Background: an optimization exercise with open tools, aiming at small area. Do not read the settings as production practice.
Only simulation tests tie the RTL to the original design; equivalence was not proved.
The flow treats the clock pin as an ideal source, which a real chip does not have.
No activity file was given, so power comes from the tool's default toggle rates.

<file path="flow/design.v">
module msu_out_collector #(
    parameter int AXI_LEN        = 32,
    parameter int T_LEN          = 64,
    parameter int SQ_OUT_BITS    = 1024,
    parameter int TIMEOUT_CYCLES = 256
) (
    input  logic                   clk,
    input  logic                   reset,
    input  logic                   start_xfer,
    input  logic                   s_axis_tvalid,
    output logic                   s_axis_tready,
    input  logic [AXI_LEN-1:0]     s_axis_tdata,
    input  logic [AXI_LEN/8-1:0]   s_axis_tkeep,
    output logic                   res_valid,
    input  logic                   res_ready,
    output logic [T_LEN-1:0]       res_t,
    output logic [SQ_OUT_BITS-1:0] res_sq,
    output logic                   res_err,
    output logic                   res_timeout,
    output logic                   busy,
    output logic [31:0]            result_count
);
    localparam int T_WORDS   = T_LEN / AXI_LEN;
    localparam int SQ_WORDS  = SQ_OUT_BITS / AXI_LEN;
    localparam int OUT_COUNT = T_WORDS + SQ_WORDS;
    localparam int BUF_W     = T_LEN + SQ_OUT_BITS;
    localparam int CNT_W     = $clog2(OUT_COUNT);
    logic [BUF_W-1:0]   shift_reg;
    logic [CNT_W-1:0]   word_cnt_reg;
    logic               start_pending_reg;
    logic               tready_reg;
    logic               res_valid_reg;
    logic               res_err_reg;
    logic               busy_reg;
    logic [31:0]        result_count_reg;
    logic               accept;
    logic               last_word;
    logic               take;
    logic               begin_collect;
    logic               end_collect;
    localparam int STALL_W = $clog2(TIMEOUT_CYCLES);
    logic [STALL_W-1:0] stall_cnt_reg;
    logic               res_timeout_reg;
    logic               stall_end;
    assign stall_end = tready_reg && !s_axis_tvalid &&
                       (stall_cnt_reg == STALL_W'(TIMEOUT_CYCLES - 1));
    assign accept        = tready_reg && s_axis_tvalid;
    assign last_word     = (word_cnt_reg == CNT_W'(OUT_COUNT - 1));
    assign take          = res_valid_reg && res_ready;
    assign begin_collect = (!busy_reg && start_xfer) ||
                           (take && (start_pending_reg || start_xfer));
    assign end_collect   = (accept && last_word) || stall_end;
    always_ff @(posedge clk) begin
        if (accept)
            shift_reg <= {s_axis_tdata, shift_reg[BUF_W-1:AXI_LEN]};
    end
    always_ff @(posedge clk) begin
        if (begin_collect)
            word_cnt_reg <= '0;
        else if (accept)
            word_cnt_reg <= word_cnt_reg + CNT_W'(1);
    end
    always_ff @(posedge clk) begin
        if (begin_collect || accept)
            stall_cnt_reg <= '0;
        else
            stall_cnt_reg <= stall_cnt_reg + STALL_W'(1);
    end
    always_ff @(posedge clk or negedge reset) begin
        if (!reset) begin
            start_pending_reg <= 1'b0;
            tready_reg        <= 1'b0;
            res_valid_reg     <= 1'b0;
            res_err_reg       <= 1'b0;
            busy_reg          <= 1'b0;
            result_count_reg  <= '0;
            res_timeout_reg   <= 1'b0;
        end else begin
            if (begin_collect)
                start_pending_reg <= 1'b0;
            else if (busy_reg && start_xfer)
                start_pending_reg <= 1'b1;
            if (begin_collect)
                tready_reg <= 1'b1;
            else if (end_collect)
                tready_reg <= 1'b0;
            if (end_collect)
                res_valid_reg <= 1'b1;
            else if (take)
                res_valid_reg <= 1'b0;
            if (begin_collect)
                busy_reg <= 1'b1;
            else if (take)
                busy_reg <= 1'b0;
            if (begin_collect)
                res_err_reg <= 1'b0;
            else if ((accept && !(&s_axis_tkeep)) || stall_end)
                res_err_reg <= 1'b1;
            if (begin_collect)
                res_timeout_reg <= 1'b0;
            else if (stall_end)
                res_timeout_reg <= 1'b1;
            if (take)
                result_count_reg <= result_count_reg + 32'd1;
        end
    end
    assign s_axis_tready = tready_reg;
    assign res_valid     = res_valid_reg;
    assign res_err       = res_err_reg;
    assign busy          = busy_reg;
    assign result_count  = result_count_reg;
    assign res_t         = shift_reg[T_LEN-1:0];
    assign res_sq        = shift_reg[BUF_W-1:T_LEN];
    assign res_timeout = res_timeout_reg;
endmodule
</file>
<file path="flow/flow/run.sh">
#!/bin/bash
# Standard ORFS layout with: the port buffers made of the smallest buffer
# cell, IO pins one track apart (so a smaller die fits all 1166 ports), and a
# clock tree of small buffers with larger sink clusters and no dummy loads.
set -euo pipefail
bash standard.sh \
  'BUFFER_PORTS_ARGS=-buffer_cell sky130_fd_sc_hd__buf_1' \
  'PLACE_PINS_ARGS=-min_distance 1 -min_distance_in_tracks' \
  'CTS_ARGS=-sink_clustering_enable -repair_clock_nets -dont_use_dummy_load -sink_clustering_size 20 -sink_clustering_max_diameter 60 -buf_list {sky130_fd_sc_hd__clkbuf_8}' \
  finish > std_flow.log 2>&1
</file>
<file path="flow/standard.sh">
#!/bin/bash
# synth_recipe.tcl (not shown) runs the flow's synth.tcl, then flattens the netlist and writes it again
# the make line also repeats each setting of config.mk as NAME=value (left out here)
make -C /OpenROAD-flow-scripts/flow DESIGN_CONFIG=/design/flow/config.mk WORK_HOME=/design/flow/orfs CLKGATE_MAP_FILE= SYNTH_SCRIPT=/design/flow/synth_recipe.tcl "${@:-finish}"
</file>
<file path="flow/config.mk">
export PLATFORM = sky130hd
export DESIGN_NAME = msu_out_collector
export DESIGN_NICKNAME = msu_out_collector
export VERILOG_FILES = /design/flow/design.v
export SDC_FILE = /design/flow/constraint.sdc
export NUM_CORES = 4
export LEC_CHECK = 0
export CAP_MARGIN = 20
export CORE_AREA = 5 5 265 265
export DIE_AREA = 0 0 270 270
export SLEW_MARGIN = 20
</file>
<file path="flow/constraint.sdc">
create_clock -name core_clock -period 4.0 [get_ports {clk}]
set_input_delay 0.8000 -clock core_clock [delete_from_list [all_inputs] [get_ports {clk}]]
set_output_delay 0.8000 -clock core_clock [all_outputs]
set_load 0.01 [all_outputs]
</file>
==> flow_metrics.py, run 1 <==
metrics = {
    "grt": {
        "overflow": 0,
        "grt_pass1_wl_mm": 134.2,
        "grt_antenna_before_repair": 1,
        "grt_use_total_pct": 25.56,
        "grt_max_degree": 88,
        "grt_pass1_vias": 18467,
    },
    "run_status": {
        "status": "no timing/DRC/antenna violations",
    },
    "finish": {
        "postLayoutCoreUtil_pct": 62.10,
        "fin_area_um2": 41710,
        "drive_gt1_share_pct": 4.025,
        "largest_reg_flops": 1088,
        "areaGrowthSynthToFinish_pct": 19.39,
        "nets": 2606,
        "mostFrequentLayoutCells": "1164 x buf_1, 1088 x edfxtp_1, 71 x clkbuf_8",
        "layout_commonest_cell": "buf_1",
        "fillers": 4883,
        "finalNonFillerCells": 3433,
    },
    "clocking": {
        "path_clk_slew_ns": 0.12,
        "cts_sinks": 1140,
        "cts_tree": "done",
        "cts_post_setup_buffers_inserted": 0,
        "clk_path_buf_depth": 3,
        "clock_latency_ns": 0.67,
        "ctsHoldBuffers": 0,
        "htree_num_levels": 3,
        "numCtsBuffers": 71,
        "clock-root-buffer": "clkbuf_8",
        "cts_resized": 0,
    },
    "power_and_ir_drop": {
        "seqPwrFrac_pct": 65.4,
        "power_frac_clock_pct": 18.6,
        "intPower_mw": 18.38,
        "p_leak_nw": 13.50,
        "swShare_pct": 29.36,
        "pwr-share-comb_pct": 16.0,
        "p_per_area_nw_per_um2": 623.7,
        "irDropWorstVdd_v": 0.0003797,
        "p_sw_mw": 7.637,
    },
    "timing": {
        "timing.hold.ws_ns": 0.2488,
        "final-hold-violation-count": 0,
        "finClkSkew_ns": 0.08073,
        "fin_tns_setup_ns": 0,
        "setup_viol": 0,
        "worst_slew_pin_slew_ns": 0.8409,
        "min_period_ns": 2.318,
        "period_share_pct": 57.95,
        "clock.fmax_ghz": 0.4314,
        "rsz0062_at_grt": "no",
        "slew_viol_final": 0,
        "relSlewSlack_pct": 43.94,
    },
    "drt": {
        "drtPass1Iterations": 5,
        "wl_per_cell_um": 28.39,
        "via_per_inst": 5.407,
        "dr_total_vias": 18562,
        "drc": 0,
        "postRouteAntennaNets": 0,
        "wl_met3_mm": 16.54,
        "routed_wirelength_mm": 97.45,
        "wl_met2_mm": 39.82,
        "drtIter0Drc": 1843,
        "top_layer": "met4",
        "m1WireLength_mm": 32.04,
    },
    "critical_path": {
        "end_kind": "output pin",
        "reg2reg_slack_ns": 1.90,
        "crit_arrival_ns": 1.52,
        "startpoint": "shift_reg[552]",
        "cp-endpoint": "res_sq[488]",
        "cp.buffers_inverters": 1,
        "critical_path.max_stage_delay_ns": 0.46,
        "cp_num_cells": 1,
        "crit_family": "buffers and inverters",
        "path_max_fanout": 2,
        "critical_path.startpoint_type": "register",
        "reg2reg_depth": 2,
        "worst_ep_required_time_ns": 3.20,
        "cp_cell_sequence": "buf_1",
        "r2r_end": "shift_reg[391]",
        "crit_slowest_cell": "buf_1",
        "criticalPathCategory": "register to output pin",
        "reg2reg_from": "tready_reg",
    },
    "die": {
        "die_y_um": 270,
        "dieArea_um2": 72900,
        "core_um2": 67160,
        "std_cell_rows": 95,
        "start_util_pct": 52.01,
        "ios": 1166,
        "die_w_um": 270,
    },
    "flow_run": {
        "cap_violations": 0,
    },
    "place": {
        "gp_congestion": 0.9694,
        "dpl.cell_count": 3361,
        "place_area_um2": 40730,
        "hpwlAfterDp_mm": 75.14,
        "io_buffer_count": 1165,
    },
    "synthesis": {
        "yosys_warnings": 1,
        "synth-main-ff-cell": "edfxtp_1",
        "synthCells": 1302,
        "yosys_register_bits": 1140,
        "avgSynthCellArea_um2": 26.83,
        "synth_cell_types": 29,
        "syn_area_um2": 34930,
        "seq_area_frac_synth_pct": 97.05,
        "syn_nets": 1347,
        "synthArstFlopShare_pct": 3.333,
        "synth_edf_count": 1088,
    },
    "hold_path": {
        "min_path_type": "input port to async pin",
    },
}
==> cell usage after synthesis, types with 2 or more instances <==
cell type | count | area, um^2
xnor2_1 | 30 | 262.8
nor2_1 | 23 | 86.33
and2_1 | 6 | 37.54
nand4_1 | 18 | 112.6
inv_1 | 6 | 22.52
nor3_1 | 4 | 20.02
ha_1 | 4 | 50.05
edfxtp_1 | 1088 | 32670
and4_1 | 2 | 17.52
or2_2 | 2 | 12.51
clkbuf_1 | 3 | 11.26
nand3_1 | 13 | 65.06
nor4_1 | 2 | 12.51
dfrtp_1 | 38 | 950.9
dfxtp_1 | 14 | 280.3
nand2_1 | 19 | 71.32
a211oi_1 | 2 | 15.01
buf_2 | 2 | 10.01
xor2_1 | 12 | 105.1
and3_1 | 5 | 31.28
==> through the flow <==
step,worst slack (ns),power (mW)
final,1.682,26.01
after global placement,1.411,21.23
after global routing,1.570,27.03
after floorplan,-0.3891,18.84
after detailed placement,1.375,21.35
after CTS,1.687,26.14
==> per-layer routing <==
| metal | track usage [%] | vias to the layer above |
|---|---|---|
| met5 | 0.2632 | - |
| met4 | 19.17 | 0 |
| met3 | 16.98 | 350 |
| met2 | 34.52 | 1344 |
| met1 | 28.61 | 9257 |
| li1 | - | 7611 |
==> power groups by stage <==
stage	Clock, mW	Sequential [mW]	Combinational (mW)
after global placement	0	17.2	4.06
after global routing	5.52	17.2	4.28
after CTS	5.05	17.0	4.08
after floorplan	0	18.1	0.715
final	4.85	17.0	4.16
after detailed placement	0	17.3	4.07
==> worst min-delay path by stage <==
stage                     startpoint                to  cells past startpoint  slack, ns
CTS                  s_axis_tdata[2]   shift_reg[1058]                      1       0.19
finish                         reset          busy_reg                      1       0.25
global route        s_axis_tdata[28]   shift_reg[1084]                      1       0.20
detailed placement    shift_reg[471]    shift_reg[439]                      0       0.43
global placement      shift_reg[135]    shift_reg[103]                      0       0.43
floorplan           stall_cnt_reg[0]  stall_cnt_reg[0]                      1       0.43
==> cell families (layout without fill, tap and decap cells) <==
logic type	Yosys count	count (layout)	synth area share, %
DFF	1140	1140	97.05
and+or+nand+nor	97	97	1.451
xor gates and xnor gates	42	42	1.053
buffers and inverters	11	1268	0.1254
AOI/OAI and AO/OA	7	7	0.1469
adders and majority gates	4	4	0.1433
muxes	1	1	0.02866
other	0	1	0
==> cell type report <==
cell class                 instances  area (um^2)  share of cell area, %
clock buffer                      71        977.2                  2.343
antenna                            1        2.502               0.006000
sequential                      1140        33900                  81.29
inverter                           6        22.52                0.05400
timing repair buffer            1191         4720                  11.32
tap                              873         1092                  2.619
multi-input combinational        151        988.4                  2.370
==> run 2, diff against run 1 <==
--- a/flow/design.v
+++ b/flow/design.v
@@ -29,6 +29,7 @@
     logic [CNT_W-1:0]   word_cnt_reg;
     logic               start_pending_reg;
     logic               tready_reg;
+    logic               tready_n_reg;    
     logic               res_valid_reg;
     logic               res_err_reg;
     logic               busy_reg;
@@ -50,9 +51,11 @@
     assign begin_collect = (!busy_reg && start_xfer) ||
                            (take && (start_pending_reg || start_xfer));
     assign end_collect   = (accept && last_word) || stall_end;
+    logic hold;
+    assign hold = tready_n_reg || !s_axis_tvalid;
     always_ff @(posedge clk) begin
-        if (accept)
-            shift_reg <= {s_axis_tdata, shift_reg[BUF_W-1:AXI_LEN]};
+        shift_reg <= (shift_reg & {BUF_W{hold}}) |
+                     ({s_axis_tdata, shift_reg[BUF_W-1:AXI_LEN]} & {BUF_W{accept}});
     end
     always_ff @(posedge clk) begin
         if (begin_collect)
@@ -70,6 +73,7 @@
         if (!reset) begin
             start_pending_reg <= 1'b0;
             tready_reg        <= 1'b0;
+            tready_n_reg      <= 1'b1;
             res_valid_reg     <= 1'b0;
             res_err_reg       <= 1'b0;
             busy_reg          <= 1'b0;
@@ -84,6 +88,10 @@
                 tready_reg <= 1'b1;
             else if (end_collect)
                 tready_reg <= 1'b0;
+            if (begin_collect)
+                tready_n_reg <= 1'b0;
+            else if (end_collect)
+                tready_n_reg <= 1'b1;
             if (end_collect)
                 res_valid_reg <= 1'b1;
             else if (take)
==> run 2 against run 1 <==
  * First-iteration DRC count grew 30%
  * Setup slack got worse by 0.048 ns
  * Critical path depth unchanged
  * Largest cell class unchanged
==> flow_metrics.py, run 2 <==
metrics = {
    "drt": {
        "wl_per_cell_um": 28.42,
        "postRouteAntennaNets": 0,
        "dr_total_vias": 27981,
        "routed_wirelength_mm": 129.1,
        "drtPass1Iterations": 6,
        "drc": 0,
        "via_per_inst": 6.158,
        "drtIter0Drc": 2388,
    },
    "die": {
        "core_um2": 67160,
        "std_cell_rows": 95,
        "die_w_um": 270,
        "start_util_pct": 51.65,
        "dieArea_um2": 72900,
        "die_y_um": 270,
        "ios": 1166,
    },
    "synthesis": {
        "syn_area_um2": 34690,
        "yosys_warnings": 1,
        "syn_nets": 2675,
        "seq_area_frac_synth_pct": 66.41,
        "yosys_register_bits": 1141,
        "synth-main-ff-cell": "dfxtp_1",
        "synthCells": 2630,
        "synthTopCellsByCount": "1102 x dfxtp_1, 1088 x a22o_1, 129 x buf_2",
        "avgSynthCellArea_um2": 13.19,
        "synth_most_common_cell": "dfxtp_1",
        "synth_cell_types": 32,
        "post-synth-top-area-cell": "dfxtp_1",
        "synth_edf_count": 0,
        "ys_top_cells_by_area": "dfxtp_1 64%, a22o_1 27%, dfrtp_1 2.7%",
        "synthArstFlopShare_pct": 3.418,
        "synth_top_cell_area_share_pct": 63.60,
    },
    "timing": {
        "period_share_pct": 59.15,
        "finClkSkew_ns": 0.05132,
        "final-hold-violation-count": 0,
        "rsz0062_at_grt": "no",
        "setup_viol": 0,
        "fin_tns_setup_ns": 0,
        "clock.fmax_ghz": 0.4226,
        "relSlewSlack_pct": 33.41,
        "min_period_ns": 2.366,
        "slew_viol_final": 0,
        "worst_slew_pin_slew_ns": 0.9989,
    },
    "place": {
        "gp_congestion": 0.9904,
        "hpwlAfterDp_mm": 96.19,
        "io_buffer_count": 1165,
        "place_area_um2": 39720,
    },
    "critical_path": {
        "path_max_fanout": 3,
        "crit_arrival_ns": 1.57,
        "crit_family": "buffers and inverters",
        "cp.buffers_inverters": 1,
        "critical_path.startpoint_type": "register",
        "cp_cell_sequence": "buf_1",
        "crit_slowest_cell": "buf_1",
        "end_kind": "output pin",
        "critical_path.max_stage_delay_ns": 0.48,
        "criticalPathCategory": "register to output pin",
        "worst_ep_required_time_ns": 3.20,
    },
    "clocking": {
        "clk_path_buf_depth": 3,
        "cts_tree": "done",
        "htree_num_levels": 3,
        "cts_sinks": 1141,
        "clock_latency_ns": 0.69,
        "path_clk_slew_ns": 0.12,
        "cts_post_setup_buffers_inserted": 0,
        "numCtsBuffers": 71,
        "clock-root-buffer": "clkbuf_8",
        "ctsHoldBuffers": 0,
        "cts_resized": 0,
    },
    "finish": {
        "nets": 3715,
        "layout_commonest_cell": "buf_1",
        "fin_area_um2": 40710,
        "largest_reg_flops": 1088,
        "areaGrowthSynthToFinish_pct": 17.35,
        "drive_gt1_share_pct": 3.571,
        "mostFrequentLayoutCells": "1164 x buf_1, 1102 x dfxtp_1, 1088 x a22o_1",
        "fillers": 5665,
    },
    "run_status": {
        "status": "no timing/DRC/antenna violations",
    },
    "hold_path": {
        "min_path_type": "input port to async pin",
    },
    "grt": {
        "grt_pass1_vias": 26442,
        "grt_max_degree": 198,
        "grt_use_total_pct": 33.09,
        "overflow": 0,
        "grt_pass1_wl_mm": 184.9,
        "grt_antenna_before_repair": 3,
    },
    "power_and_ir_drop": {
        "irDropWorstVdd_v": 0.0005287,
        "finalPower_mw": 34.75,
        "p_leak_nw": 15.87,
        "p_per_area_nw_per_um2": 853.6,
    },
    "flow_run": {
        "cap_violations": 0,
    },
}
[run 2: power by group]
part,total (mW),internal [mW],switching (mW)
clock,4.98,1.61,3.37
combinational,11.0,4.15,6.85
sequential,18.8,15.0,3.79
[run 2: worst paths after layout]
path / start / end / slack (ns) / cells past startpoint
worst min-delay path: reset / result_count_reg[30] / 0.23 / 1
max in group asynchronous: reset / result_count_reg[22] / 3.20 / 1
worst max register to register: tready_n_reg / shift_reg[1066] / 1.83 / 4
worst min register to register: shift_reg[11] / shift_reg[11] / 0.47 / 1
worst max-delay path: shift_reg[536] / res_sq[472] / 1.63 / 1
min in group core_clock: s_axis_tdata[13] / shift_reg[1069] / 0.32 / 2
[run 2: layer usage]
layer  wire [um]  vias to the layer above  global-route usage (%)
li1            -                    12137                       -
met1       48930                    13858                   39.88
met2       54170                     1578                   47.58
met3       16450                      408                   15.69
met4        9571                        0                   20.95
met5           0                        -                  0.3947
[run 2: cells by family after synthesis]
logic type	after synthesis	synth area share [%]
mux	2	0.06132
simple gates	96	1.537
flops	1141	66.41
compound gates	1097	27.64
xor+xnor	42	1.060
buf+inv	248	3.149
fa+ha+maj	4	0.1443
[run 2: layout make-up]
class,instances,area [um^2],share of cell area [%]
diodes,3,7.507,0.01844
clock buffers,71,977.2,2.401
inverters,4,15.01,0.03688
multi-input cells,1241,10570,25.96
flip-flops and latches,1141,23040,56.60
well taps,873,1092,2.683
repair buffers,1211,5007,12.30
[run 2: metrics by stage]
stage	cells	hold slack [ns]	worst slack (ns)	util, %
floorplan	2630	0.4297	2.142	-
global placement	4470	0.4427	1.515	59.15
detailed placement	4470	0.4570	1.488	59.15
CTS	4541	0.2344	1.655	60.60
global route	4544	0.2826	1.582	60.61
finish	4544	0.2286	1.634	60.61
==> run 3, diff against run 2 <==
--- a/flow/flow/run.sh
+++ b/flow/flow/run.sh
@@ -6,5 +6,5 @@
 bash standard.sh \
   'BUFFER_PORTS_ARGS=-buffer_cell sky130_fd_sc_hd__buf_1' \
   'PLACE_PINS_ARGS=-min_distance 1 -min_distance_in_tracks' \
-  'CTS_ARGS=-sink_clustering_enable -repair_clock_nets -dont_use_dummy_load -sink_clustering_size 20 -sink_clustering_max_diameter 60 -buf_list {sky130_fd_sc_hd__clkbuf_8}' \
+  'CTS_ARGS=-sink_clustering_enable -repair_clock_nets -dont_use_dummy_load -sink_clustering_size 16 -sink_clustering_max_diameter 60 -buf_list {sky130_fd_sc_hd__clkbuf_8}' \
   finish > std_flow.log 2>&1
==> run 3 against run 2 <==
  * Combinational power hardly changed
  * Synthesized area did not move
  * Via count up 0.44%
  * Sequential share of layout area decreased by 0.23 points
  * Hold slack better by 0.0082 ns
  * Register-to-register slack barely moved
  * First-iteration DRC count decreased by 0.71%
  * Critical path type unchanged
  * Critical endpoint is now res_sq[438]
==> flow_metrics.py, run 3 <==
metrics = {
    "synthesis": {
        "avgSynthCellArea_um2": 13.19,
        "seq_area_frac_synth_pct": 66.41,
        "synthCells": 2630,
        "synth_xor_area_share_pct": 1.060,
        "synthAdderAreaFrac_pct": 0.1443,
        "synth-main-ff-cell": "dfxtp_1",
        "yosys_warnings": 1,
        "synth_compound_area_share_pct": 27.64,
        "synth_simple_gate_area_share_pct": 1.537,
        "synthArstFlopShare_pct": 3.418,
        "ys_top_cells_by_area": "dfxtp_1 64%, a22o_1 27%, dfrtp_1 2.7%",
        "synth_most_common_cell": "dfxtp_1",
        "synth_cell_types": 32,
        "synth_top_cell_area_share_pct": 63.60,
        "synth_edf_count": 0,
        "post-synth-top-area-cell": "dfxtp_1",
        "yosys_register_bits": 1141,
        "syn_area_um2": 34690,
        "synthTopCellsByCount": "1102 x dfxtp_1, 1088 x a22o_1, 129 x buf_2",
        "synth_top_family_by_area": "compound AO/OA/AOI/OAI gates",
        "synthMuxAreaShare_pct": 0.06132,
        "syn_nets": 2675,
    },
    "critical_path": {
        "crit_family": "buffers and inverters",
        "crit_arrival_ns": 1.51,
        "worst_ep_required_time_ns": 3.20,
        "cp_cell_sequence": "buf_1",
        "cp_num_cells": 1,
        "crit_slowest_cell": "buf_1",
        "cp.buffers_inverters": 1,
        "end_kind": "output pin",
        "path_max_fanout": 3,
        "reg2reg_depth": 5,
        "critical_path.max_stage_delay_ns": 0.46,
        "criticalPathCategory": "register to output pin",
        "critical_path.startpoint_type": "register",
    },
    "drt": {
        "drtIter0Drc": 2371,
        "dr_total_vias": 28104,
        "drtPass1Iterations": 5,
        "drc": 0,
        "via_per_inst": 6.169,
        "routed_wirelength_mm": 129.8,
        "wl_per_cell_um": 28.48,
        "postRouteAntennaNets": 0,
    },
    "finish": {
        "largest_reg_flops": 1088,
        "drive_gt1_share_pct": 3.886,
        "layout_commonest_cell": "buf_1",
        "fin_area_um2": 40870,
        "mostFrequentLayoutCells": "1164 x buf_1, 1102 x dfxtp_1, 1088 x a22o_1",
        "ff_latch_area_um2": 23040,
        "nets": 3727,
        "multiInputGateArea_um2": 10570,
        "fillers": 5661,
        "areaGrowthSynthToFinish_pct": 17.82,
        "postLayoutCoreUtil_pct": 60.86,
    },
    "die": {
        "start_util_pct": 51.65,
        "std_cell_rows": 95,
        "ios": 1166,
        "core_um2": 67160,
        "dieArea_um2": 72900,
        "die_w_um": 270,
        "die_y_um": 270,
    },
    "power_and_ir_drop": {
        "seqPwrFrac_pct": 53.5,
        "p_leak_nw": 15.96,
        "p_sw_mw": 14.11,
        "power_frac_clock_pct": 15.2,
        "irDropWorstVdd_v": 0.0005373,
        "p_per_area_nw_per_um2": 858.9,
        "pwr-share-comb_pct": 31.4,
        "intPower_mw": 21.00,
        "finalPower_mw": 35.11,
        "swShare_pct": 40.18,
    },
    "timing": {
        "rsz0062_at_grt": "no",
        "clock.fmax_ghz": 0.4329,
        "setup_viol": 0,
        "fin_tns_setup_ns": 0,
        "min_period_ns": 2.310,
        "fin_ws_ns": 1.690,
        "relSlewSlack_pct": 35.28,
        "worst_slew_pin_slew_ns": 0.9708,
        "finClkSkew_ns": 0.05144,
        "period_share_pct": 57.75,
        "final-hold-violation-count": 0,
        "slew_viol_final": 0,
    },
    "clocking": {
        "clock_latency_ns": 0.69,
        "htree_num_levels": 3,
        "cts_resized": 0,
        "cts_post_setup_buffers_inserted": 0,
        "cts_sinks": 1141,
        "cts_tree": "done",
        "clock-root-buffer": "clkbuf_8",
        "clk_path_buf_depth": 3,
        "ctsHoldBuffers": 0,
        "numCtsBuffers": 83,
        "path_clk_slew_ns": 0.11,
    },
    "hold_path": {
        "min_path_type": "input port to async pin",
    },
    "grt": {
        "grt_antenna_before_repair": 3,
        "grt_pass1_wl_mm": 185.7,
        "grt_use_total_pct": 33.25,
        "grt_pass1_vias": 26612,
        "overflow": 0,
        "grt_max_degree": 198,
    },
    "place": {
        "place_ws_ns": 1.488,
        "io_buffer_count": 1165,
        "hpwlAfterDp_mm": 96.19,
        "place_area_um2": 39720,
        "gp_congestion": 0.9904,
    },
    "flow_run": {
        "cap_violations": 0,
    },
    "run_status": {
        "status": "no timing/DRC/antenna violations",
    },
}
[run 3: cell counts after synthesis]
No cell type changed its count.
[run 3: cell type report]
| cell class | count | share of cell area, % |
|---|---|---|
| Antenna cell | 3 | 0.01837 |
| Inverter | 4 | 0.03674 |
| Clock buffer | 83 | 2.795 |
| Tap cell | 873 | 2.673 |
| Multi-Input combinational cell | 1241 | 25.86 |
| Timing Repair Buffer | 1211 | 12.25 |
| Sequential cell | 1141 | 56.37 |
[run 3: power groups by stage]
stage | registers (mW) | logic, mW | clock network [mW]
after floorplan | 19.2 | 4.31 | 0
after global placement | 18.8 | 10.5 | 0
after detailed placement | 18.9 | 10.6 | 0
after CTS | 18.7 | 10.6 | 5.42
after global routing | 19.2 | 11.5 | 5.88
final | 18.8 | 11.0 | 5.32
[run 3: cells by family (layout without fill, tap and decap cells)]
kind of cell | Yosys count | in the layout
AO/OA/AOI/OAI | 1097 | 1097
XOR/XNOR | 42 | 42
adder cells (fa/ha/maj) | 4 | 4
buffers and inverters | 248 | 1298
flip-flops | 1141 | 1141
multiplexers | 2 | 2
other | 0 | 3
AND/OR/NAND/NOR | 96 | 96
[run 3: path summary, 6_finish.rpt]
path / from / end / slack [ns]
max: shift_reg[502] / res_sq[438] / 1.69
min: reset / tready_reg / 0.24
max reg2reg: tready_n_reg / shift_reg[520] / 1.82
min reg2reg: shift_reg[11] / shift_reg[11] / 0.48
max in group asynchronous: reset / result_count_reg[13] / 3.20
min in group core_clock: s_axis_tdata[13] / shift_reg[1069] / 0.31
[run 3: per-stage QoR]
stage | hold WS (ns) | cells
after floorplan | 0.4297 | 2630
after global placement | 0.4427 | 4470
after detailed placement | 0.4570 | 4470
after CTS | 0.2367 | 4553
after global routing | 0.2857 | 4556
final | 0.2368 | 4556
[run 3: metal layers]
metal | GRT usage [%] | vias to the layer above | routed length, um
met5 | 0.5263 | - | 31
met4 | 21.75 | 2 | 10260
met3 | 16.24 | 430 | 16830
met2 | 47.37 | 1591 | 53470
met1 | 39.83 | 13914 | 49180
li1 | - | 12167 | -
==> run 4, diff against run 3 <==
--- a/flow/flow/run.sh
+++ b/flow/flow/run.sh
@@ -6,5 +6,5 @@
 bash standard.sh \
   'BUFFER_PORTS_ARGS=-buffer_cell sky130_fd_sc_hd__buf_1' \
   'PLACE_PINS_ARGS=-min_distance 1 -min_distance_in_tracks' \
-  'CTS_ARGS=-sink_clustering_enable -repair_clock_nets -dont_use_dummy_load -sink_clustering_size 16 -sink_clustering_max_diameter 60 -buf_list {sky130_fd_sc_hd__clkbuf_8}' \
+  'CTS_ARGS=-sink_clustering_enable -repair_clock_nets -dont_use_dummy_load -sink_clustering_size 18 -sink_clustering_max_diameter 60 -buf_list {sky130_fd_sc_hd__clkbuf_8}' \
   finish > std_flow.log 2>&1
==> flow/config.mk (replaced) <==
export PLATFORM = sky130hd
export DESIGN_NAME = msu_out_collector
export DESIGN_NICKNAME = msu_out_collector
export VERILOG_FILES = /design/flow/design.v
export SDC_FILE = /design/flow/constraint.sdc
export NUM_CORES = 4
export LEC_CHECK = 0
export CAP_MARGIN = 0
export CORE_AREA = 5 5 253 253
export DIE_AREA = 0 0 258 258
export SLEW_MARGIN = 0
==> run 4 against run 3 <==
  * Final cell count fell by 2.2%
  * Clock-buffer cell count fell by 9
  * Synthesized area is the same
  * Clock power fell by 4.9%
  * Non-clock buffer count fell by 7
  * Wire length fell by 2.9%
  * Flip-flop and latch count did not move
  * Core utilization rose by 5.3 points
  * Clock skew is 0.0096 ns lower
  * First-iteration DRC count up 29%
  * Hold slack better by 0.016 ns
  * Power is 0.82% lower
  * Critical path type unchanged
==> flow_metrics.py, run 4 <==
metrics = {
    "synthesis": {
        "yosys_warnings": 1,
        "syn_nets": 2675,
        "synth_most_common_cell": "dfxtp_1",
        "synthCells": 2630,
        "seq_area_frac_synth_pct": 66.41,
        "synth_edf_count": 0,
        "synth_top_cell_area_share_pct": 63.60,
        "avgSynthCellArea_um2": 13.19,
        "synthArstFlopShare_pct": 3.418,
        "synth_cell_types": 32,
        "yosys_register_bits": 1141,
        "synth-main-ff-cell": "dfxtp_1",
        "syn_area_um2": 34690,
        "synthTopCellsByCount": "1102 x dfxtp_1, 1088 x a22o_1, 129 x buf_2",
        "post-synth-top-area-cell": "dfxtp_1",
        "ys_top_cells_by_area": "dfxtp_1 64%, a22o_1 27%, dfrtp_1 2.7%",
    },
    "timing": {
        "rsz0062_at_grt": "no",
        "worst_slew_pin_slew_ns": 0.9606,
        "final-hold-violation-count": 0,
        "setup_viol": 0,
        "fin_tns_setup_ns": 0,
        "finClkSkew_ns": 0.04187,
        "relSlewSlack_pct": 35.96,
        "timing.hold.ws_ns": 0.2529,
        "period_share_pct": 58.59,
        "fin_ws_ns": 1.656,
        "slew_viol_final": 0,
        "min_period_ns": 2.344,
        "clock.fmax_ghz": 0.4267,
    },
    "clocking": {
        "numCtsBuffers": 74,
        "ctsHoldBuffers": 0,
        "cts_resized": 0,
        "clock_latency_ns": 0.68,
        "cts_sinks": 1141,
        "clock-root-buffer": "clkbuf_8",
        "clk_path_buf_depth": 3,
        "cts_tree": "done",
        "cts_post_setup_buffers_inserted": 0,
        "path_clk_slew_ns": 0.11,
        "htree_num_levels": 3,
    },
    "finish": {
        "largest_reg_flops": 1088,
        "nets": 3711,
        "areaGrowthSynthToFinish_pct": 17.04,
        "layout_commonest_cell": "buf_1",
        "fin_area_um2": 40600,
        "finalNonFillerCells": 4456,
        "drive_gt1_share_pct": 3.466,
        "postLayoutCoreUtil_pct": 66.16,
        "mostFrequentLayoutCells": "1164 x buf_1, 1102 x dfxtp_1, 1088 x a22o_1",
    },
    "critical_path": {
        "worst_ep_required_time_ns": 3.20,
        "cp_cell_sequence": "buf_1",
        "critical_path.max_stage_delay_ns": 0.46,
        "crit_slowest_cell": "dfxtp_1",
        "path_max_fanout": 3,
        "critical_path.startpoint_type": "register",
        "cp.buffers_inverters": 1,
        "criticalPathCategory": "register to output pin",
        "end_kind": "output pin",
        "crit_arrival_ns": 1.54,
        "crit_family": "flip-flops",
    },
    "power_and_ir_drop": {
        "p_leak_nw": 15.86,
        "p_per_area_nw_per_um2": 857.6,
        "irDropWorstVdd_v": 0.0005618,
        "finalPower_mw": 34.82,
    },
    "die": {
        "core_um2": 61370,
        "die_y_um": 258,
        "dieArea_um2": 66560,
        "std_cell_rows": 91,
        "ios": 1166,
        "start_util_pct": 56.53,
        "die_w_um": 258,
    },
    "place": {
        "place_area_um2": 39580,
        "dpl.cell_count": 4380,
        "io_buffer_count": 1165,
        "place_ws_ns": 1.483,
        "hpwlAfterDp_mm": 92.14,
        "gp_congestion": 0.9709,
    },
    "drt": {
        "m1WireLength_mm": 47.94,
        "wl_met3_mm": 16.86,
        "top_layer": "met5",
        "wl_met2_mm": 52.06,
        "drc": 0,
        "drtPass1Iterations": 7,
        "via_per_inst": 6.332,
        "wl_per_cell_um": 28.29,
        "postRouteAntennaNets": 0,
        "dr_total_vias": 28214,
        "drtIter0Drc": 3059,
        "routed_wirelength_mm": 126.1,
    },
    "grt": {
        "grt_pass1_wl_mm": 179.6,
        "overflow": 0,
        "grt_pass1_vias": 26195,
        "grt_use_total_pct": 35.21,
        "grt_max_degree": 167,
        "grt_antenna_before_repair": 2,
    },
    "hold_path": {
        "min_path_type": "input port to async pin",
    },
    "flow_run": {
        "cap_violations": 0,
    },
    "run_status": {
        "status": "no timing/DRC/antenna violations",
    },
}
## run 4: cell counts after synthesis
Identical to the previous run, type by type.
## run 4: metal layers
layer | vias up | GRT usage [%]
met5 | - | 0.4386
met4 | 2 | 21.51
met3 | 454 | 15.69
met2 | 1751 | 49.63
met1 | 13852 | 44.37
li1 | 12155 | -
## run 4: final timing paths
kind / start / to / slack [ns] / cells after the start
min reg2reg: shift_reg[1062] / shift_reg[1030] / 0.48 / 1
max reg2reg: tready_n_reg / shift_reg[94] / 1.82 / 4
min in group core_clock: s_axis_tdata[16] / shift_reg[1072] / 0.31 / 2
min: reset / result_count_reg[1] / 0.25 / 1
max: shift_reg[465] / res_sq[401] / 1.66 / 1
max in group asynchronous: reset / result_count_reg[23] / 3.15 / 1
## run 4: kinds of logic after synthesis
| logic type | share of synthesized area [%] |
|---|---|
| XOR/XNOR | 1.060 |
| AND/OR/NAND/NOR | 1.537 |
| buffers and inverters | 3.149 |
| flip-flops | 66.41 |
| multiplexers | 0.06132 |
| AO/OA/AOI/OAI | 27.64 |
| adder cells (fa/ha/maj) | 0.1443 |
## run 4: layout make-up
cell class / count / area (um^2)
Sequential cell: 1141 / 23040
Inverter: 4 / 15.01
Fill cell: 4851 / 20770
Clock buffer: 74 / 1018
Antenna cell: 2 / 5.005
Multi-Input combinational cell: 1241 / 10570
Timing Repair Buffer: 1204 / 4967
Tap cell: 790 / 988.4
## run 4: report_power, final
group / internal [mW] / total [mW] / switching, mW
logic: 4.14 / 10.9 / 6.79
registers: 15.0 / 18.8 / 3.86
clock network: 1.68 / 5.06 / 3.38
total: 20.8 / 34.8 / 14.0
==> run 5, diff against run 4 <==
==> flow/flow/run.sh (replaced) <==
#!/bin/bash
# Standard ORFS layout with: the port buffers made of the smallest buffer
# cell, IO pins one track apart (so a smaller die fits all 1166 ports), a
# clock tree of clkbuf_8 with larger sink clusters and no dummy loads, and
# buffer trees for high-fanout nets made of buffers no larger than buf_4.
set -euo pipefail
H=$PWD/flow/small_bufs.tcl
bash standard.sh \
  'BUFFER_PORTS_ARGS=-buffer_cell sky130_fd_sc_hd__buf_1' \
  'PLACE_PINS_ARGS=-min_distance 1 -min_distance_in_tracks' \
  'CTS_ARGS=-sink_clustering_enable -repair_clock_nets -dont_use_dummy_load -sink_clustering_size 16 -sink_clustering_max_diameter 60 -buf_list {sky130_fd_sc_hd__clkbuf_8}' \
  "PRE_GLOBAL_PLACE_TCL=$H" "PRE_RESIZE_TCL=$H" "PRE_REPAIR_TIMING_POST_PLACE_TCL=$H" \
  "PRE_CTS_TCL=$H" "PRE_GLOBAL_ROUTE_TCL=$H" \
  finish > std_flow.log 2>&1
==> flow/flow/small_bufs.tcl (new file) <==
# Keep the resizer's buffer trees (the shift enable nets) to small buffers.
set_dont_use {sky130_fd_sc_hd__buf_6 sky130_fd_sc_hd__buf_8 sky130_fd_sc_hd__buf_12 sky130_fd_sc_hd__buf_16 sky130_fd_sc_hd__bufbuf_8 sky130_fd_sc_hd__bufbuf_16 sky130_fd_sc_hd__bufinv_8 sky130_fd_sc_hd__bufinv_16}
==> flow/config.mk (replaced) <==
export PLATFORM = sky130hd
export DESIGN_NAME = msu_out_collector
export DESIGN_NICKNAME = msu_out_collector
export VERILOG_FILES = /design/flow/design.v
export SDC_FILE = /design/flow/constraint.sdc
export NUM_CORES = 4
export LEC_CHECK = 0
export CAP_MARGIN = 20
export CORE_AREA = 5 5 265 265
export DIE_AREA = 0 0 270 270
export SLEW_MARGIN = 20
==> run 5 against run 4 <==
  * Still clean on timing, DRC and antenna
  * Hold slack better by 0.014 ns
  * Synthesized cell count is the same
  * Clock-buffer cell count increased by 8
  * Synthesized area unchanged
  * Critical path type unchanged
  * Critical endpoint is now res_sq[403]
  * Largest cell class unchanged
  * Largest power group unchanged
==> flow_metrics.py, run 5 <==
metrics = {
    "critical_path": {
        "crit_arrival_ns": 1.55,
        "path_max_fanout": 3,
        "worst_ep_required_time_ns": 3.20,
        "criticalPathCategory": "register to output pin",
        "end_kind": "output pin",
        "cp.buffers_inverters": 1,
        "critical_path.max_stage_delay_ns": 0.45,
        "critical_path.startpoint_type": "register",
        "crit_family": "buffers and inverters",
        "reg2reg_depth": 5,
        "reg2reg_slack_ns": 1.77,
        "crit_slowest_cell": "buf_1",
        "cp_num_cells": 1,
        "reg2reg_from": "tready_n_reg",
        "r2r_end": "shift_reg[789]",
        "cp_cell_sequence": "buf_1",
    },
    "clocking": {
        "cts_resized": 0,
        "numCtsBuffers": 82,
        "ctsHoldBuffers": 0,
        "clock_latency_ns": 0.68,
        "path_clk_slew_ns": 0.10,
        "cts_post_setup_buffers_inserted": 0,
        "cts_tree": "done",
        "cts_sinks": 1141,
    },
    "flow_run": {
        "cap_violations": 0,
    },
    "synthesis": {
        "post-synth-top-area-cell": "dfxtp_1",
        "synth-main-ff-cell": "dfxtp_1",
        "synth_top_cell_area_share_pct": 63.60,
        "synth_most_common_cell": "dfxtp_1",
        "seq_area_frac_synth_pct": 66.41,
        "synth_edf_count": 0,
        "synth_cell_types": 32,
        "syn_area_um2": 34690,
        "synthCells": 2630,
        "syn_nets": 2675,
        "avgSynthCellArea_um2": 13.19,
        "synthArstFlopShare_pct": 3.418,
        "synthTopCellsByCount": "1102 x dfxtp_1, 1088 x a22o_1, 129 x buf_2",
        "yosys_warnings": 1,
        "ys_top_cells_by_area": "dfxtp_1 64%, a22o_1 27%, dfrtp_1 2.7%",
        "yosys_register_bits": 1141,
    },
    "timing": {
        "rsz0062_at_grt": "no",
        "setup_viol": 0,
        "finClkSkew_ns": 0.03428,
        "slew_viol_final": 0,
        "fin_tns_setup_ns": 0,
        "relSlewSlack_pct": 39.51,
        "clock.fmax_ghz": 0.4264,
        "min_period_ns": 2.345,
        "final-hold-violation-count": 0,
        "timing.hold.ws_ns": 0.2670,
        "worst_slew_pin_slew_ns": 0.9074,
        "period_share_pct": 58.64,
    },
    "grt": {
        "grt_use_total_pct": 33.86,
        "grt_max_degree": 71,
        "grt_pass1_vias": 27019,
        "grt_antenna_before_repair": 1,
        "overflow": 0,
        "grt_pass1_wl_mm": 189.1,
    },
    "place": {
        "gp_congestion": 1.006,
        "hpwlAfterDp_mm": 99.47,
        "io_buffer_count": 1165,
    },
    "die": {
        "die_w_um": 270,
        "dieArea_um2": 72900,
        "ios": 1166,
        "core_um2": 67160,
        "std_cell_rows": 95,
        "start_util_pct": 51.65,
        "die_y_um": 270,
    },
    "finish": {
        "multiInputGateArea_um2": 10570,
        "largest_reg_flops": 1088,
        "mostFrequentLayoutCells": "1188 x buf_1, 1102 x dfxtp_1, 1088 x a22o_1",
        "drive_gt1_share_pct": 4.888,
        "layout_commonest_cell": "buf_1",
        "nets": 3791,
        "areaGrowthSynthToFinish_pct": 17.70,
        "fillers": 5752,
        "ff_latch_area_um2": 23040,
    },
    "power_and_ir_drop": {
        "irDropWorstVdd_v": 0.0005147,
        "p_per_area_nw_per_um2": 859.8,
        "p_leak_nw": 16.03,
    },
    "drt": {
        "drc": 0,
        "routed_wirelength_mm": 131.5,
        "drtIter0Drc": 2395,
        "wl_per_cell_um": 28.46,
        "dr_total_vias": 28450,
        "drtPass1Iterations": 5,
        "via_per_inst": 6.159,
        "postRouteAntennaNets": 0,
    },
    "hold_path": {
        "min_path_type": "input port to async pin",
    },
    "run_status": {
        "status": "no timing/DRC/antenna violations",
    },
}
[run 5: cell types whose count changed in the layout (fill, tap and decap cells not counted), sizes merged]
cell    delta
clkbuf     +7
buf       +73
[run 5: metrics by stage]
step	util (%)	power, mW	cell area (um^2)	setup slack (ns)	std cells
CTS	60.79	34.74	40830	1.660	4617
finish	60.80	35.11	40830	1.655	4619
detailed placement	59.11	29.51	39700	1.300	4535
global placement	59.11	29.34	39700	1.360	4535
global route	60.80	36.55	40830	1.621	4619
floorplan	-	23.53	34690	2.142	2630
[run 5: worst register-to-register path, stage by stage (launching register included)]
cell	delay, ns
dfstp_2	0.53
inv_1	0.07
nand2_4	0.54
buf_4	0.45
buf_2	0.42
a22o_1	0.20
[run 5: worst max-delay path by stage]
stage,slack [ns],end,startpoint
6_report,1.65,res_sq[403],shift_reg[467]
5_1_grt,1.62,res_sq[473],shift_reg[537]
4_1_cts,1.66,res_sq[161],shift_reg[225]
3_5_place_dp,1.30,shift_reg[987],s_axis_tvalid
3_3_place_gp,1.36,shift_reg[408],s_axis_tvalid
2_1_floorplan,2.14,shift_reg[1000],s_axis_tvalid
[run 5: cell families (layout without fill, tap and decap cells)]
| group | after synthesis | after routing | share of synthesized area, % |
|---|---|---|---|
| and+or+nand+nor | 96 | 96 | 1.537 |
| adders and majority gates | 4 | 4 | 0.1443 |
| AOI/OAI and AO/OA | 1097 | 1097 | 27.64 |
| DFF | 1141 | 1141 | 66.41 |
| buffers and inverters | 248 | 1362 | 3.149 |
| other | 0 | 2 | 0 |
| xor gates and xnor gates | 42 | 42 | 1.060 |
| muxes | 2 | 2 | 0.06132 |
[run 5: layout make-up]
cell class	count	area share (%)
multi-input combinational	1241	25.88
antenna	2	0.01226
inverter	4	0.03677
sequential	1141	56.42
tap	873	2.675
timing repair buffer	1276	12.20
clock buffer	82	2.764
[run 5: power breakdown]
part / leakage (nW) / internal (mW) / switching, mW / total [mW]
clock: 0.590 / 1.85 / 3.46 / 5.31
sequential: 9.52 / 15.0 / 3.88 / 18.9
combinational: 5.92 / 4.08 / 6.86 / 10.9
total: 16.0 / 20.9 / 14.2 / 35.1
[run 5: layer usage]
| layer | GRT usage [%] | vias to the layer above | routed length [um] |
|---|---|---|---|
| met4 | 22.30 | 0 | 10380 |
| met2 | 47.94 | 1614 | 53740 |
| met3 | 15.76 | 393 | 17210 |
| li1 | - | 12311 | - |
| met5 | 0.3289 | - | 0 |
| met1 | 41.28 | 14132 | 50130 |
==> run 6, diff against run 5 <==
--- a/flow/config.mk
+++ b/flow/config.mk
@@ -8,4 +8,5 @@
 export CAP_MARGIN = 20
 export CORE_AREA = 5 5 265 265
 export DIE_AREA = 0 0 270 270
+export GPL_TIMING_DRIVEN = 0
 export SLEW_MARGIN = 20
==> run 6 against run 5 <==
  * Still clean on timing, DRC and antenna
  * First-iteration DRC count increased by 21%
  * Maximum frequency shrank 11%
  * Sequential share of layout area decreased by 0.65 points
  * Register-to-register slack got worse by 0.41 ns
  * Critical path depth grew 5
  * Die area unchanged
  * Via count is 4.9% higher
  * Clock skew is 0.014 ns higher
  * Design area rose by 1.2%
  * Flip-flop and latch count unchanged
  * Synthesized area is the same
  * Wire length is 9.2% higher
  * Critical endpoint is now shift_reg[730]
==> flow_metrics.py, run 6 <==
metrics = {
    "critical_path": {
        "end_kind": "register",
        "crit_arrival_ns": 3.26,
        "path_max_fanout": 10,
        "crit_family": "buffers and inverters",
        "critical_path.max_stage_delay_ns": 0.53,
        "cp_cell_sequence": "inv_1 > nand2_1 > buf_2 > buf_2 > clkbuf_1 > a22o_1",
        "reg2reg_from": "tready_n_reg",
        "criticalPathCategory": "register to register",
        "cp_common_cell": "buf_2",
        "cp.buffers_inverters": 4,
        "crit_slowest_cell": "dfstp_2",
        "startpoint": "tready_n_reg",
        "critical_path.startpoint_type": "register",
        "worst_ep_required_time_ns": 4.62,
    },
    "finish": {
        "fin_area_um2": 41300,
        "multiInputGateArea_um2": 10560,
        "ff_latch_area_um2": 23040,
        "drive_gt1_share_pct": 5.775,
        "mostFrequentLayoutCells": "1185 x buf_1, 1102 x dfxtp_1, 1088 x a22o_1",
        "fillers": 5608,
        "largest_reg_flops": 1088,
        "areaGrowthSynthToFinish_pct": 19.07,
        "layout_commonest_cell": "buf_1",
        "finalNonFillerCells": 4753,
        "nets": 3926,
    },
    "synthesis": {
        "syn_area_um2": 34690,
        "post-synth-top-area-cell": "dfxtp_1",
        "syn_nets": 2675,
        "yosys_warnings": 1,
        "synthArstFlopShare_pct": 3.418,
        "synth_most_common_cell": "dfxtp_1",
        "synth_cell_types": 32,
        "synth_edf_count": 0,
        "avgSynthCellArea_um2": 13.19,
        "synth_top_cell_area_share_pct": 63.60,
        "synthCells": 2630,
        "synth-main-ff-cell": "dfxtp_1",
        "yosys_register_bits": 1141,
        "ys_top_cells_by_area": "dfxtp_1 64%, a22o_1 27%, dfrtp_1 2.7%",
        "seq_area_frac_synth_pct": 66.41,
        "synthTopCellsByCount": "1102 x dfxtp_1, 1088 x a22o_1, 129 x buf_2",
    },
    "timing": {
        "setup_viol": 0,
        "fin_tns_setup_ns": 0,
        "slew_viol_final": 0,
        "clock.fmax_ghz": 0.3793,
        "finClkSkew_ns": 0.04842,
        "period_share_pct": 65.91,
        "relSlewSlack_pct": 45.50,
        "timing.hold.ws_ns": 0.3080,
        "rsz0062_at_grt": "no",
        "min_period_ns": 2.636,
        "worst_slew_pin_slew_ns": 0.8175,
        "final-hold-violation-count": 0,
    },
    "grt": {
        "grt_pass1_vias": 28895,
        "grt_max_degree": 36,
        "grt_pass1_wl_mm": 204.0,
        "grt_antenna_before_repair": 1,
        "grt_use_total_pct": 37.00,
        "overflow": 0,
    },
    "die": {
        "std_cell_rows": 95,
        "core_um2": 67160,
        "ios": 1166,
        "die_w_um": 270,
        "start_util_pct": 51.65,
        "dieArea_um2": 72900,
        "die_y_um": 270,
    },
    "clocking": {
        "cts_resized": 0,
        "path_clk_slew_ns": 0.10,
        "numCtsBuffers": 82,
        "clock_latency_ns": 0.72,
        "cts_post_setup_buffers_inserted": 0,
        "cts_sinks": 1141,
        "cts_tree": "done",
        "ctsHoldBuffers": 1,
    },
    "drt": {
        "drtIter0Drc": 2904,
        "routed_wirelength_mm": 143.5,
        "postRouteAntennaNets": 0,
        "via_per_inst": 6.278,
        "dr_total_vias": 29841,
        "drc": 0,
        "drtPass1Iterations": 7,
        "wl_per_cell_um": 30.19,
    },
    "place": {
        "hpwlAfterDp_mm": 112.6,
        "place_area_um2": 40160,
        "dpl.cell_count": 4669,
        "gp_congestion": 1.042,
        "io_buffer_count": 1165,
    },
    "power_and_ir_drop": {
        "p_per_area_nw_per_um2": 867.3,
        "finalPower_mw": 35.82,
        "irDropWorstVdd_v": 0.0005505,
        "p_leak_nw": 16.31,
    },
    "hold_path": {
        "hp-start": "s_axis_tdata[16]",
        "min_path_type": "input port to register",
    },
    "run_status": {
        "status": "no timing/DRC/antenna violations",
    },
    "flow_run": {
        "cap_violations": 0,
    },
}
run 6: changes by cell type in the layout (fill, tap and decap cells not counted), sizes merged:
cell	before	now
clkbuf	82	176
dlygate4sd3	0	1
diode	2	1
buf	1276	1316
run 6: final timing paths:
path,slack [ns],cells past startpoint,endpoint
setup / recovery,1.36,6,shift_reg[730]
hold / removal,0.31,2,shift_reg[1072]
max in group asynchronous,2.90,3,result_count_reg[25]
hold reg to reg,0.48,1,shift_reg[15]
min in group asynchronous,0.43,2,res_err_reg
setup reg to reg,1.36,6,shift_reg[730]
run 6: final cells by class:
class | count | area share, %
well taps | 873 | 2.644
inverters | 4 | 0.03635
multi-input cells | 1241 | 25.56
diodes | 1 | 0.006058
repair buffers | 1167 | 10.63
flip-flops and latches | 1141 | 55.78
plain buffers | 244 | 2.608
clock buffers | 82 | 2.732
run 6: worst register-to-register path: cells and delay by family (launching register included):
family	cells	cell delay (ns)
AOI/OAI and AO/OA	1	0.21
buffers and inverters	4	1.38
DFF	1	0.53
and+or+nand+nor	1	0.44
run 6: logic make-up (layout without fill, tap and decap cells):
family	Yosys count	in the layout	synth area share, %
AO/OA/AOI/OAI	1097	1097	27.64
XOR/XNOR	42	42	1.060
adder cells (fa/ha/maj)	4	4	0.1443
buffers and inverters	248	1497	3.149
flip-flops	1141	1141	66.41
multiplexers	2	2	0.06132
other	0	1	0
AND/OR/NAND/NOR	96	96	1.537
run 6: through the flow:
step / worst slack, ns / utilization (%)
CTS: 1.391 / 61.50
global route: 1.323 / 61.50
finish: 1.364 / 61.50
detailed placement: 1.078 / 59.80
global placement: 1.101 / 59.79
floorplan: 2.142 / -
run 6: metal layers:
metal  vias to the layer above  global-route usage, %  wire length (um)
met5                         -                 0.7237                 0
li1                      12593                      -                 -
met2                      2029                  52.97             58490
met1                     14741                  45.10             54430
met3                       478                  17.53             19530
met4                         0                  22.69             11060
run 6: power by group:
part / switching, mW / internal, mW
Sequential: 4.08 / 15.0
Combinational: 7.27 / 4.18
Clock: 3.46 / 1.85
Total: 14.8 / 21.0
==> run 7, diff against run 6 <==
--- a/flow/flow/run.sh
+++ b/flow/flow/run.sh
@@ -8,7 +8,7 @@
 bash standard.sh \
   'BUFFER_PORTS_ARGS=-buffer_cell sky130_fd_sc_hd__buf_1' \
   'PLACE_PINS_ARGS=-min_distance 1 -min_distance_in_tracks' \
-  'CTS_ARGS=-sink_clustering_enable -repair_clock_nets -dont_use_dummy_load -sink_clustering_size 16 -sink_clustering_max_diameter 60 -buf_list {sky130_fd_sc_hd__clkbuf_8}' \
+  'CTS_ARGS=-sink_clustering_enable -repair_clock_nets -dont_use_dummy_load -sink_clustering_size 18 -sink_clustering_max_diameter 60 -buf_list {sky130_fd_sc_hd__clkbuf_8}' \
   "PRE_GLOBAL_PLACE_TCL=$H" "PRE_RESIZE_TCL=$H" "PRE_REPAIR_TIMING_POST_PLACE_TCL=$H" \
   "PRE_CTS_TCL=$H" "PRE_GLOBAL_ROUTE_TCL=$H" \
   finish > std_flow.log 2>&1
==> run 7 against run 6 <==
  * Maximum frequency grew 0.68%
  * Power shrank 0.38%
  * Hold slack improved by 0.026 ns
  * Highest routed layer unchanged
==> flow_metrics.py, run 7 <==
metrics = {
    "run_status": {
        "status": "no timing/DRC/antenna violations",
    },
    "grt": {
        "grt_max_degree": 36,
        "overflow": 0,
        "grt_pass1_vias": 28809,
        "grt_antenna_before_repair": 1,
        "grt_pass1_wl_mm": 204.0,
        "grt_use_total_pct": 36.97,
    },
    "finish": {
        "nets": 3920,
        "postLayoutCoreUtil_pct": 61.38,
        "multiInputGateArea_um2": 10560,
        "ff_latch_area_um2": 23040,
        "layout_commonest_cell": "buf_1",
        "fillers": 5632,
        "mostFrequentLayoutCells": "1185 x buf_1, 1102 x dfxtp_1, 1088 x a22o_1",
        "areaGrowthSynthToFinish_pct": 18.83,
        "drive_gt1_share_pct": 5.629,
        "fin_area_um2": 41220,
        "largest_reg_flops": 1088,
    },
    "synthesis": {
        "synth_edf_count": 0,
        "synth_most_common_cell": "dfxtp_1",
        "synthCells": 2630,
        "post-synth-top-area-cell": "dfxtp_1",
        "ys_top_cells_by_area": "dfxtp_1 64%, a22o_1 27%, dfrtp_1 2.7%",
        "syn_area_um2": 34690,
        "syn_nets": 2675,
        "yosys_register_bits": 1141,
        "seq_area_frac_synth_pct": 66.41,
        "synth_top_cell_area_share_pct": 63.60,
        "synth-main-ff-cell": "dfxtp_1",
        "synthArstFlopShare_pct": 3.418,
        "synthTopCellsByCount": "1102 x dfxtp_1, 1088 x a22o_1, 129 x buf_2",
        "avgSynthCellArea_um2": 13.19,
        "yosys_warnings": 1,
        "synth_cell_types": 32,
    },
    "drt": {
        "wl_per_cell_um": 30.25,
        "drtIter0Drc": 2802,
        "drtPass1Iterations": 7,
        "routed_wirelength_mm": 143.6,
        "via_per_inst": 6.291,
        "dr_total_vias": 29865,
        "postRouteAntennaNets": 0,
        "drc": 0,
    },
    "critical_path": {
        "critical_path.startpoint_type": "register",
        "crit_arrival_ns": 3.23,
        "criticalPathCategory": "register to register",
        "end_kind": "register",
        "path_max_fanout": 10,
        "worst_ep_required_time_ns": 4.61,
    },
    "timing": {
        "fin_tns_setup_ns": 0,
        "clock.fmax_ghz": 0.3819,
        "relSlewSlack_pct": 45.44,
        "period_share_pct": 65.46,
        "worst_slew_pin_slew_ns": 0.8185,
        "finClkSkew_ns": 0.03619,
        "setup_viol": 0,
        "final-hold-violation-count": 0,
        "slew_viol_final": 0,
        "min_period_ns": 2.618,
        "fin_ws_ns": 1.382,
        "rsz0062_at_grt": "no",
    },
    "die": {
        "dieArea_um2": 72900,
        "die_y_um": 270,
        "core_um2": 67160,
        "die_w_um": 270,
        "ios": 1166,
        "std_cell_rows": 95,
        "start_util_pct": 51.65,
    },
    "power_and_ir_drop": {
        "swShare_pct": 41.50,
        "pwr-share-comb_pct": 32.1,
        "seqPwrFrac_pct": 53.5,
        "p_sw_mw": 14.81,
        "power_frac_clock_pct": 14.4,
        "finalPower_mw": 35.69,
        "p_leak_nw": 16.26,
        "p_per_area_nw_per_um2": 865.7,
        "intPower_mw": 20.88,
        "irDropWorstVdd_v": 0.0005475,
    },
    "place": {
        "place_ws_ns": 1.078,
        "place_area_um2": 40160,
        "io_buffer_count": 1165,
        "gp_congestion": 1.042,
        "hpwlAfterDp_mm": 112.6,
    },
    "clocking": {
        "path_clk_slew_ns": 0.11,
        "cts_tree": "done",
        "cts_post_setup_buffers_inserted": 0,
        "clock_latency_ns": 0.69,
        "numCtsBuffers": 76,
        "cts_resized": 0,
        "cts_sinks": 1141,
    },
    "flow_run": {
        "cap_violations": 0,
    },
    "hold_path": {
        "min_path_type": "input port to register",
    },
}
run 7: cell count changes in the layout (fill, tap and decap cells not counted), sizes merged:
cell / change
clkbuf: -6
run 7: worst paths after layout:
check | startpoint | end | slack [ns] | cells after the start
max in group asynchronous | reset | result_count_reg[25] | 2.90 | 3
min in group asynchronous | reset | res_err_reg | 0.45 | 2
max | tready_n_reg | shift_reg[1017] | 1.38 | 6
min | s_axis_tdata[29] | shift_reg[1085] | 0.33 | 2
max reg2reg | tready_n_reg | shift_reg[1017] | 1.38 | 6
min reg2reg | shift_reg[28] | shift_reg[28] | 0.48 | 1
run 7: cell type report:
type                       instances  share of cell area [%]
antenna                            1                0.006071
clock buffer                      76                   2.537
timing repair buffer            1167                   10.65
buffer                           244                   2.613
inverter                           4                 0.03642
multi-input combinational       1241                   25.61
tap                              873                   2.650
sequential                      1141                   55.89
run 7: through the flow:
| step | hold slack, ns | instances |
|---|---|---|
| 2_1_floorplan | 0.4297 | 2630 |
| 3_3_place_gp | 0.4407 | 4668 |
| 3_5_place_dp | 0.4533 | 4669 |
| 4_1_cts | 0.2734 | 4746 |
| 5_1_grt | 0.3011 | 4747 |
| 6_report | 0.3341 | 4747 |
run 7: critical path, stage by stage, from the launching register on:
cell	delay, ns
dfstp_2	0.53
inv_1	0.04
nand2_1	0.42
buf_2	0.51
buf_2	0.32
clkbuf_1	0.50
a22o_1	0.22
run 7: power groups by stage:
stage          logic [mW]  registers [mW]  clock network [mW]
6_report             11.5            19.1                5.15
5_1_grt              11.9            19.4                5.63
4_1_cts              11.0            18.9                5.22
3_5_place_dp         11.0            19.1                   0
3_3_place_gp         10.8            19.0                   0
2_1_floorplan        4.31            19.2                   0
run 7: routing by layer:
metal / GRT usage [%] / vias up / share of wire, %
met4: 23.18 / 0 / 7.8
met3: 16.51 / 495 / 14
met2: 53.03 / 2035 / 41
met1: 45.40 / 14765 / 38
met5: 0.7237 / - / 0
li1: - / 12570 / -
run 7: cell families after synthesis:
kind of cell / Yosys count / share of synthesized area, %
simple gates: 96 / 1.537
flops: 1141 / 66.41
buf+inv: 248 / 3.149
xor+xnor: 42 / 1.060
fa+ha+maj: 4 / 0.1443
mux: 2 / 0.06132
compound gates: 1097 / 27.64
run 7: timing repair:
action	CTS	global route
endpoints found under the setup margin	0	0
hold buffers	1	0
hold endpoints to repair	3	0
==> run 8, diff against run 7 <==
--- a/flow/flow/run.sh
+++ b/flow/flow/run.sh
@@ -8,7 +8,7 @@
 bash standard.sh \
   'BUFFER_PORTS_ARGS=-buffer_cell sky130_fd_sc_hd__buf_1' \
   'PLACE_PINS_ARGS=-min_distance 1 -min_distance_in_tracks' \
-  'CTS_ARGS=-sink_clustering_enable -repair_clock_nets -dont_use_dummy_load -sink_clustering_size 18 -sink_clustering_max_diameter 60 -buf_list {sky130_fd_sc_hd__clkbuf_8}' \
-  "PRE_GLOBAL_PLACE_TCL=$H" "PRE_RESIZE_TCL=$H" "PRE_REPAIR_TIMING_POST_PLACE_TCL=$H" \
+  'CTS_ARGS=-sink_clustering_enable -repair_clock_nets -dont_use_dummy_load -sink_clustering_size 16 -sink_clustering_max_diameter 60 -buf_list {sky130_fd_sc_hd__clkbuf_8}' \
+  "PRE_GLOBAL_PLACE_TCL=$PWD/flow/gp_prep.tcl" "PRE_RESIZE_TCL=$H" "PRE_REPAIR_TIMING_POST_PLACE_TCL=$H" \
   "PRE_CTS_TCL=$H" "PRE_GLOBAL_ROUTE_TCL=$H" \
   finish > std_flow.log 2>&1
==> flow/flow/gp_prep.tcl (new file) <==
# Before global placement: small buffers only, and drop synthesis's fanout
# buffers (the timing-driven placement would do the same) so that repair_design
# rebuilds those trees after placement.
source [file join [file dirname [info script]] small_bufs.tcl]
remove_buffers
==> run 8 against run 7 <==
  * Non-clock buffer count decreased by 211
  * Sequential power decreased by 2%
  * Via count decreased by 6.5%
  * Maximum frequency decreased by 29%
  * Hold slack got worse by 0.027 ns
  * Clock skew increased by 0.029 ns
  * Largest power group unchanged
  * Die area unchanged
  * Critical endpoint is now shift_reg[637]
==> flow_metrics.py, run 8 <==
metrics = {
    "finish": {
        "layout_commonest_cell": "buf_1",
        "mostFrequentLayoutCells": "1164 x buf_1, 1102 x dfxtp_1, 1088 x a22o_1",
        "largest_reg_flops": 1088,
        "postLayoutCoreUtil_pct": 60.36,
        "drive_gt1_share_pct": 3.570,
        "fin_area_um2": 40540,
        "finalNonFillerCells": 4545,
        "nets": 3716,
        "areaGrowthSynthToFinish_pct": 16.85,
    },
    "grt": {
        "grt_pass1_vias": 26213,
        "grt_pass1_wl_mm": 182.7,
        "grt_antenna_before_repair": 3,
        "grt_max_degree": 82,
        "overflow": 0,
        "grt_use_total_pct": 32.87,
    },
    "critical_path": {
        "worst_ep_required_time_ns": 4.61,
        "path_max_fanout": 67,
        "end_kind": "register",
        "critical_path.startpoint_type": "register",
        "crit_arrival_ns": 4.28,
        "reg2reg_depth": 6,
        "criticalPathCategory": "register to register",
    },
    "drt": {
        "postRouteAntennaNets": 0,
        "dr_total_vias": 27910,
        "via_per_inst": 6.141,
        "routed_wirelength_mm": 128.3,
        "drtIter0Drc": 2382,
        "drc": 0,
        "wl_per_cell_um": 28.23,
        "drtPass1Iterations": 5,
    },
    "timing": {
        "finClkSkew_ns": 0.06540,
        "slew_viol_final": 0,
        "fin_ws_ns": 0.3328,
        "rsz0062_at_grt": "no",
        "min_period_ns": 3.667,
        "final-hold-violation-count": 0,
        "worst_slew_pin_slew_ns": 0.9368,
        "period_share_pct": 91.68,
        "clock.fmax_ghz": 0.2727,
        "relSlewSlack_pct": 37.55,
        "setup_viol": 0,
    },
    "die": {
        "dieArea_um2": 72900,
        "std_cell_rows": 95,
        "ios": 1166,
        "die_y_um": 270,
        "start_util_pct": 51.65,
        "core_um2": 67160,
        "die_w_um": 270,
    },
    "power_and_ir_drop": {
        "power_frac_clock_pct": 15.2,
        "finalPower_mw": 34.90,
        "p_leak_nw": 15.81,
        "pwr-share-comb_pct": 31.1,
        "swShare_pct": 40.26,
        "intPower_mw": 20.85,
        "p_sw_mw": 14.05,
        "irDropWorstVdd_v": 0.0005210,
        "seqPwrFrac_pct": 53.7,
        "p_per_area_nw_per_um2": 860.9,
    },
    "synthesis": {
        "synth_top_cell_area_share_pct": 63.60,
        "synth_most_common_cell": "dfxtp_1",
        "synthCells": 2630,
        "post-synth-top-area-cell": "dfxtp_1",
        "seq_area_frac_synth_pct": 66.41,
        "synthArstFlopShare_pct": 3.418,
        "synth_edf_count": 0,
        "yosys_warnings": 1,
        "synthTopCellsByCount": "1102 x dfxtp_1, 1088 x a22o_1, 129 x buf_2",
        "ys_top_cells_by_area": "dfxtp_1 64%, a22o_1 27%, dfrtp_1 2.7%",
        "syn_area_um2": 34690,
        "synth-main-ff-cell": "dfxtp_1",
        "syn_nets": 2675,
        "synth_cell_types": 32,
        "avgSynthCellArea_um2": 13.19,
        "yosys_register_bits": 1141,
    },
    "clocking": {
        "cts_tree": "done",
        "clock_latency_ns": 0.70,
        "numCtsBuffers": 83,
        "cts_sinks": 1141,
        "path_clk_slew_ns": 0.10,
    },
    "flow_run": {
        "cap_violations": 0,
    },
    "hold_path": {
        "hold_depth": 2,
        "min_path_type": "input port to register",
    },
    "place": {
        "place_area_um2": 39330,
        "gp_congestion": 0.9731,
        "dpl.cell_count": 4456,
        "io_buffer_count": 1165,
        "hpwlAfterDp_mm": 95.18,
        "place_ws_ns": -0.6936,
    },
    "run_status": {
        "status": "no timing/DRC/antenna violations",
    },
}
## run 8: cell counts after synthesis
No cell type changed its count.
## run 8: worst paths after layout
| check | end | from | slack [ns] |
|---|---|---|---|
| setup / recovery | shift_reg[637] | tready_reg | 0.33 |
| hold / removal | shift_reg[1075] | s_axis_tdata[19] | 0.31 |
| setup reg to reg | shift_reg[637] | tready_reg | 0.33 |
| hold reg to reg | shift_reg[965] | shift_reg[997] | 0.46 |
| max in group asynchronous | result_count_reg[21] | reset | 2.89 |
| min in group asynchronous | res_err_reg | reset | 0.48 |
## run 8: cell type report
type | count | area, um^2
fill | 5700 | 26620
sequential | 1141 | 23040
multi-input combinational | 1241 | 10570
timing repair buffer | 1200 | 4672
clock buffer | 83 | 1142
tap | 873 | 1092
inverter | 4 | 15.01
antenna | 3 | 7.507
## run 8: stage by stage
step | hold slack (ns) | setup TNS (ns)
5_1_grt | 0.2837 | 0
3_5_place_dp | 0.4523 | -149.83
4_1_cts | 0.2518 | 0
2_1_floorplan | 0.4297 | 0
3_3_place_gp | 0.4425 | -
6_report | 0.3070 | 0
## run 8: critical path, stage by stage, from the launching register on
cell and delay, ns:
dfrtp_1 0.45, and2_4 0.64, clkbuf_8 0.53, buf_4 0.53, clkbuf_8 0.51, buf_4 0.62
a22o_1 0.25
## run 8: repair_timing
action	4_1_cts	5_1_grt
resized for setup	0	4
setup buffers	0	0
hold endpoints to repair	3	0
gates cloned	2	0
endpoints found under the setup margin	193	135
hold buffers	1	0
## run 8: logic make-up after synthesis
| logic type | Yosys count | synth area share (%) |
|---|---|---|
| buf+inv | 248 | 3.149 |
| flops | 1141 | 66.41 |
| compound gates | 1097 | 27.64 |
| xor+xnor | 42 | 1.060 |
| mux | 2 | 0.06132 |
| fa+ha+maj | 4 | 0.1443 |
| simple gates | 96 | 1.537 |
## run 8: routing by layer
metal  vias up  share of wire, %  global-route usage [%]
li1      12149                 -                       -
met5         -             0.010                  0.4605
met1     13784                38                   39.53
met2      1550                40                   45.68
met4         2               8.4                   22.80
met3       425                13                   16.50
## run 8: power by group through the flow
stage	combinational, mW	sequential [mW]	clock (mW)
floorplan	4.31	19.2	0
global placement	5.94	15.7	0
detailed placement	10.4	18.8	0
CTS	10.5	18.6	5.43
global route	11.4	19.1	5.87
finish	10.9	18.7	5.30

static timing again, ports no longer ideal:
No port has a modelled driver above. Below, the same layouts with a new extraction and two added sets of constraints.
Step 1 sets driving cells, clkbuf_16 on the clock port and buf_2 on the other inputs (assumed; they add their load-dependent delay and slew).
Step 2 times the ports against the registers' clock, not the clock port: input delays grow and output delays shrink by t, the midpoint of the rising clock arrivals with the driver on.
a / b / c = no drivers / after step 1 / after step 2; a / b = the first two.
| run | shift t [ns] | setup WS [ns] |
|---|---|---|
| run 1 | 0.706 | 1.682 / 1.621 / 1.331 |
| run 2 | 0.726 | 1.634 / 1.578 / 1.389 |
| run 3 | 0.737 | 1.690 / 1.623 / 1.397 |
| run 4 | 0.726 | 1.656 / 1.594 / 1.316 |
| run 5 | 0.724 | 1.655 / 1.592 / 1.226 |
| run 6 | 0.754 | 1.364 / 1.364 / 1.004 |
| run 7 | 0.736 | 1.382 / 1.382 / 1.022 |
| run 8 | 0.732 | 0.333 / 0.333 / -0.361 |
With both steps, setup timing fails in run 8, where it was met with ideal ports.
